This is an optimization exercise on Yosys and OpenROAD, whose aim is small area, not a production implementation.
Function was checked by simulation only, so behaviour that the tests miss may differ from the original.
Power figures rest on the tool's default switching activity, not on a simulated workload.

== v2 ==
// requant_top
module requant_top
#(
    parameter int DN     = 6,
    parameter int GROUPS = 4
) (
    input  logic                        clk,
    input  logic                        rst_n,
    input  logic [DN*ACC_W-1:0]         acc_data,
    input  logic                        acc_valid,
    input  logic [$clog2(GROUPS)-1:0]   grp,
    input  logic [SHIFT_W-1:0]          n,
    input  logic                        relu_en,
    input  logic                        scale_we,
    input  logic [$clog2(GROUPS)-1:0]   scale_addr,
    input  logic [DN*MANT_W-1:0]        scale_wdata,
    output logic [DN*ACT_W-1:0]         act_data,
    output logic                        act_valid
);
    logic [DN*MANT_W-1:0] rd_scale;
    logic                 rd_zero;
    scale_table #(
        .DN          (DN),
        .GROUPS      (GROUPS)
    ) u_scale_table (
        .clk         (clk),
        .rst_n       (rst_n),
        .scale_we    (scale_we),
        .scale_addr  (scale_addr),
        .scale_wdata (scale_wdata),
        .grp         (grp),
        .rd_scale    (rd_scale),
        .rd_zero     (rd_zero)
    );
    logic relu_q;
    logic zero_q;
    always_ff @(posedge clk) begin
        relu_q <= relu_en;
        zero_q <= rd_zero;
    end
    for (genvar i = 0; i < DN; i++) begin : g_lane
        logic [ACC_W-1:0]   a;
        logic [MANT_W-1:0]  scl;
        logic               run16, run13, run11;
        logic [MANT_W-1:0]  win;
        logic [SHIFT_W-1:0] lo;
        logic [PROD_W-1:0]  prod;
        logic [PROD_W-1:0]  prod_q;
        logic [SHIFT_W-1:0] sh_q;
        assign a   = acc_data[i*ACC_W +: ACC_W];
        assign scl = rd_scale[i*MANT_W +: MANT_W];
        always_comb begin
            run16 = (a[ACC_W-1:16] == {6{a[ACC_W-1]}});
            run13 = (a[ACC_W-1:13] == {9{a[ACC_W-1]}});
            run11 = (a[ACC_W-1:11] == {11{a[ACC_W-1]}});
            if (!run16) begin
                lo  = 5'd13;
                win = a[21:13];
            end else if (!run13) begin
  ...
clock: 6.5 ns
lec_check: 0
cap_margin: 5
core_margin: 2
core_utilization: 40
gpl_timing_driven: 0
slew_margin: 5
synth_hierarchical: 1
standard.sh (not shown) runs the stock make flow with config.mk's settings and CLKGATE_MAP_FILE= SYNTH_SCRIPT=/design/flow/synth_recipe.tcl, a recipe that flattens the netlist after the stock synthesis.
==> flow/flow/run.sh <==
#!/bin/bash
set -euo pipefail
here=$(pwd)
export BUFFER_PORTS_ARGS="-buffer_cell sky130_fd_sc_hd__buf_1"
export CTS_ARGS="-sink_clustering_enable -repair_clock_nets -dont_use_dummy_load -buf_list sky130_fd_sc_hd__clkbuf_4 -sink_clustering_size 10 -sink_clustering_max_diameter 50"
export RECOVER_POWER=100
export POST_GLOBAL_ROUTE_TCL="$here/flow/post_grt.tcl"
export PRE_GLOBAL_PLACE_TCL="$here/flow/pre_gpl.tcl"
bash standard.sh > standard.log 2>&1
==> flow/flow/post_grt.tcl <==
# after power recovery: fix any slew / capacitance limit it broke, and any
# setup path it slowed too far, then legalize and reroute what changed
global_route -start_incremental
repair_design -slew_margin $::env(SLEW_MARGIN) -cap_margin $::env(CAP_MARGIN)
repair_timing -setup -setup_margin 0.05 -repair_tns 100
detailed_placement
global_route -end_incremental
estimate_parasitics -global_routing
report_check_types -max_slew -max_capacitance -violators
report_worst_slack -max
==> flow/flow/pre_gpl.tcl <==
# drop the buffers synthesis inserted; placement-aware repair re-buffers
# where a net needs it
remove_buffers
Edits applied to the flow inputs when going from v2 to v33:
-- flow/flow/run.sh --
<<< v2, line 7
>>> v33, line 7
export SKIP_CTS_REPAIR_TIMING=1
### Flow results
Worst hold slack of v2 is on par with v33. ~same clock skew in v33 and v2. Diff v2..v33 | share of final-layout standard cells stronger than drive strength 1 | negligible. v2 has a lower non-clock buffer count than v33. As far as final setup slack of the worst path is concerned, v33 and v2 perform about the same. Looking at v33 and v2, the total power draw is a wash. Status: fmax parity (v33, v2).

---

== try-juniper ==
requant_top, a different RTL version from the one above (not shown whole).
==> flow/config.mk <==
export PLATFORM = sky130hd
export DESIGN_NAME = requant_top
export DESIGN_NICKNAME = requant_top
export VERILOG_FILES = /design/flow/design.v
export SDC_FILE = /design/flow/constraint.sdc
export NUM_CORES = 4
export LEC_CHECK = 0
export CAP_MARGIN = 20
export CORE_MARGIN = 2
export CORE_UTILIZATION = 40
export GPL_TIMING_DRIVEN = 0
export SLEW_MARGIN = 20
export SYNTH_HIERARCHICAL = 1
==> flow/constraint.sdc <==
create_clock -name core_clock -period 6.5 [get_ports {clk}]
set_input_delay 1.3000 -clock core_clock [delete_from_list [all_inputs] [get_ports {clk}]]
set_output_delay 1.3000 -clock core_clock [all_outputs]
set_load 0.01 [all_outputs]
==> flow/flow/run.sh <==
#!/bin/bash
set -euo pipefail
here=$(pwd)
export BUFFER_PORTS_ARGS="-buffer_cell sky130_fd_sc_hd__buf_1"
export CTS_ARGS="-sink_clustering_enable -repair_clock_nets -dont_use_dummy_load -buf_list sky130_fd_sc_hd__clkbuf_4 -sink_clustering_size 10 -sink_clustering_max_diameter 50"
export RECOVER_POWER=100
export POST_GLOBAL_ROUTE_TCL="$here/flow/post_grt.tcl"
export PRE_GLOBAL_PLACE_TCL="$here/flow/pre_gpl.tcl"
bash standard.sh > standard.log 2>&1
Scripts as last shown in full above: flow/flow/post_grt.tcl, flow/flow/pre_gpl.tcl
Input changes introduced in try-violet (baseline for comparison: try-juniper):
diff --git a/flow/flow/run.sh b/flow/flow/run.sh
--- a/flow/flow/run.sh
+++ b/flow/flow/run.sh
@@ -6,4 +6,3 @@
 export RECOVER_POWER=100
 export POST_GLOBAL_ROUTE_TCL="$here/flow/post_grt.tcl"
-export PRE_GLOBAL_PLACE_TCL="$here/flow/pre_gpl.tcl"
 bash standard.sh > standard.log 2>&1
removed: flow/flow/pre_gpl.tcl
--- outcome ---
Diff try-juniper..try-violet | clock latency reported for the late side of the worst-skew pair | negligible. Share of cells above drive strength 1: try-violet and try-juniper compared, higher one is try-violet. Re final design instance area without fill: try-violet is about 1.4% up on try-juniper. Re sequential share of layout area: try-juniper was higher than try-violet.
Here is what was changed in the inputs of try-tundra compared with try-violet.
# try-violet
export LEC_CHECK = 0
export CAP_MARGIN = 20
export CORE_MARGIN = 2
export CORE_UTILIZATION = 40
export GPL_TIMING_DRIVEN = 0
export SLEW_MARGIN = 20
export SYNTH_HIERARCHICAL = 1
create_clock -name core_clock -period 6.5 [get_ports {clk}]
# try-tundra
export LEC_CHECK = 0
export CAP_MARGIN = 5
export CORE_MARGIN = 2
export CORE_UTILIZATION = 40
export GPL_TIMING_DRIVEN = 0
export SLEW_MARGIN = 5
export SYNTH_HIERARCHICAL = 1
create_clock -name core_clock -period 6.5 [get_ports {clk}]
diff --git a/flow/flow/run.sh b/flow/flow/run.sh
--- a/flow/flow/run.sh
+++ b/flow/flow/run.sh
@@ -6,3 +6,4 @@
 export RECOVER_POWER=100
 export POST_GLOBAL_ROUTE_TCL="$here/flow/post_grt.tcl"
+export PRE_GLOBAL_PLACE_TCL="$here/flow/pre_gpl.tcl"
 bash standard.sh > standard.log 2>&1
==> flow/flow/pre_gpl.tcl (new file) <==
# drop the buffers synthesis inserted; placement-aware repair re-buffers
# where a net needs it
remove_buffers
--- outcome ---
try-tundra finished every step from synthesis to the final layout, and the layout passed the timing, DRC and antenna checks. Part of the power in registers, try-violet and try-tundra, higher one = try-tundra. Per the comparison of try-tundra with try-violet, aggregate routed wire length lower, number of CTS-inserted buffers now larger, final antenna diode count went up 2. Switching power of the nets: try-tundra better than try-violet. Compared with try-violet, try-tundra shows a lower final total power.
### try-tundra -> try-nickel
# try-tundra
export LEC_CHECK = 0
export CAP_MARGIN = 5
export CORE_MARGIN = 2
export CORE_UTILIZATION = 40
export GPL_TIMING_DRIVEN = 0
export SLEW_MARGIN = 5
export SYNTH_HIERARCHICAL = 1
create_clock -name core_clock -period 6.5 [get_ports {clk}]
# try-nickel
export LEC_CHECK = 0
export CAP_MARGIN = 0
export CORE_MARGIN = 2
export CORE_UTILIZATION = 40
export GPL_TIMING_DRIVEN = 0
export SLEW_MARGIN = 0
export SYNTH_HIERARCHICAL = 1
create_clock -name core_clock -period 6.5 [get_ports {clk}]
Results
- try-nickel | status: complete | timing, DRC, antenna: pass
- Proportion of cell area occupied by multi-input gates essentially unchanged between try-tundra and try-nickel.
- Against try-tundra, try-nickel comes in 1 lower on count of cells resized by post-cts repair.
- Worst-case headroom to the max-slew limit was lower in try-tundra than in try-nickel.
- Diff try-tundra -> try-nickel | maximum frequency | decrease of 3.3 MHz
- As far as final area is concerned, try-nickel and try-tundra perform about the same.
- [compare] base=try-tundra new=try-nickel: total design power neither gained nor lost much, area taken by flip-flops and latches about even, area overhead of the layout relative to synthesis was more or less identical, power share of the sequential group roughly the same.
Here is what was changed in the inputs of try-amber compared with try-nickel.
# try-nickel
export LEC_CHECK = 0
export CAP_MARGIN = 0
export CORE_MARGIN = 2
export CORE_UTILIZATION = 40
export GPL_TIMING_DRIVEN = 0
export SLEW_MARGIN = 0
export SYNTH_HIERARCHICAL = 1
create_clock -name core_clock -period 6.5 [get_ports {clk}]
# try-amber
export LEC_CHECK = 0
export CAP_MARGIN = 5
export CORE_MARGIN = 2
export CORE_UTILIZATION = 55
export GPL_TIMING_DRIVEN = 0
export PLACE_DENSITY = 0.7
export SLEW_MARGIN = 5
export SYNTH_HIERARCHICAL = 1
create_clock -name core_clock -period 6.5 [get_ports {clk}]
Results
[compare] base=try-nickel new=try-amber: power rose by about 0.9%; cell area fell by 1.1%.
When try-amber is set beside try-nickel, its sequential share of layout area turns out to be 0.29 points larger.
The via count reported for try-amber is higher than the one for try-nickel.
Compared to try-nickel, try-amber has minimum period implied by the final worst setup slack 74 ps lower.
Average via count per standard cell (try-amber vs. try-nickel) increases by a little under 10%
Between try-amber and try-nickel, the area added between synthesis and finish is higher for try-nickel.
Post-route worst setup slack up 74 ps in try-amber wrt try-nickel
On routed wire length, try-amber and try-nickel are basically level.
[inputs] try-raven vs try-amber
# try-amber
export LEC_CHECK = 0
export CAP_MARGIN = 5
export CORE_MARGIN = 2
export CORE_UTILIZATION = 55
export GPL_TIMING_DRIVEN = 0
export PLACE_DENSITY = 0.7
export SLEW_MARGIN = 5
export SYNTH_HIERARCHICAL = 1
create_clock -name core_clock -period 6.5 [get_ports {clk}]
# try-raven
export LEC_CHECK = 0
export CAP_MARGIN = 5
export CORE_MARGIN = 2
export CORE_UTILIZATION = 40
export GPL_TIMING_DRIVEN = 0
export SLEW_MARGIN = 5
export SYNTH_HIERARCHICAL = 1
create_clock -name core_clock -period 6.5 [get_ports {clk}]
==> flow/flow/run.sh <==
#!/bin/bash
set -euo pipefail
here=$(pwd)
export BUFFER_PORTS_ARGS="-buffer_cell sky130_fd_sc_hd__buf_1"
export CTS_ARGS="-sink_clustering_enable -repair_clock_nets -dont_use_dummy_load -buf_list sky130_fd_sc_hd__clkbuf_2 -sink_clustering_size 6 -sink_clustering_max_diameter 40"
export RECOVER_POWER=100
export POST_GLOBAL_ROUTE_TCL="$here/flow/post_grt.tcl"
export PRE_GLOBAL_PLACE_TCL="$here/flow/pre_gpl.tcl"
bash standard.sh > standard.log 2>&1
- In the flow results for try-raven and try-amber, the post-placement cell count is larger on try-raven.
- Delta (try-raven minus try-amber): HPWL after detailed placement moved down, share of the final layout cell area in sequential cells lower, floorplan die width picked up an extra 42 um.

-- re-timing with driven ports --
How much do the figures lean on ideal ports? The routed layouts below were timed once more, with nothing changed but the port constraints.
Step 1 (the two cells are an assumption about what drives the block):
set clk [get_ports {clk}]
set_driving_cell -lib_cell sky130_fd_sc_hd__clkbuf_16 $clk
set_driving_cell -lib_cell sky130_fd_sc_hd__buf_2 [delete_from_list [all_inputs] $clk]
Step 2 also shifts input and output timing later by t, the mid clock arrival at the registers, as if the neighbouring blocks saw the same clock.
Slacks: ideal ports / drivers / drivers and shift; pairs: ideal ports / drivers.
run	shift t [ns]	slack for setup (ns)	worst slew at a driven data input, ns
v2	0.818	0.269 / 0.293 / -0.525	0.14
v33	0.815	0.267 / 0.291 / -0.524	0.14
try-juniper	0.808	0.279 / 0.314 / -0.495	0.14
try-violet	0.819	0.273 / 0.308 / -0.510	0.15
try-tundra	0.833	0.288 / 0.322 / -0.510	0.14
try-nickel	0.835	0.159 / 0.197 / -0.638	0.13
try-amber	0.833	0.233 / 0.269 / -0.564	0.12
try-raven	1.012	0.294 / 0.328 / -0.683	0.14
With both steps, setup timing fails in every run listed, where it was met with ideal ports. For try-raven, which loses most, drivers alone change the setup slack by +0.034 ns; drivers and shift together by -0.977 ns.
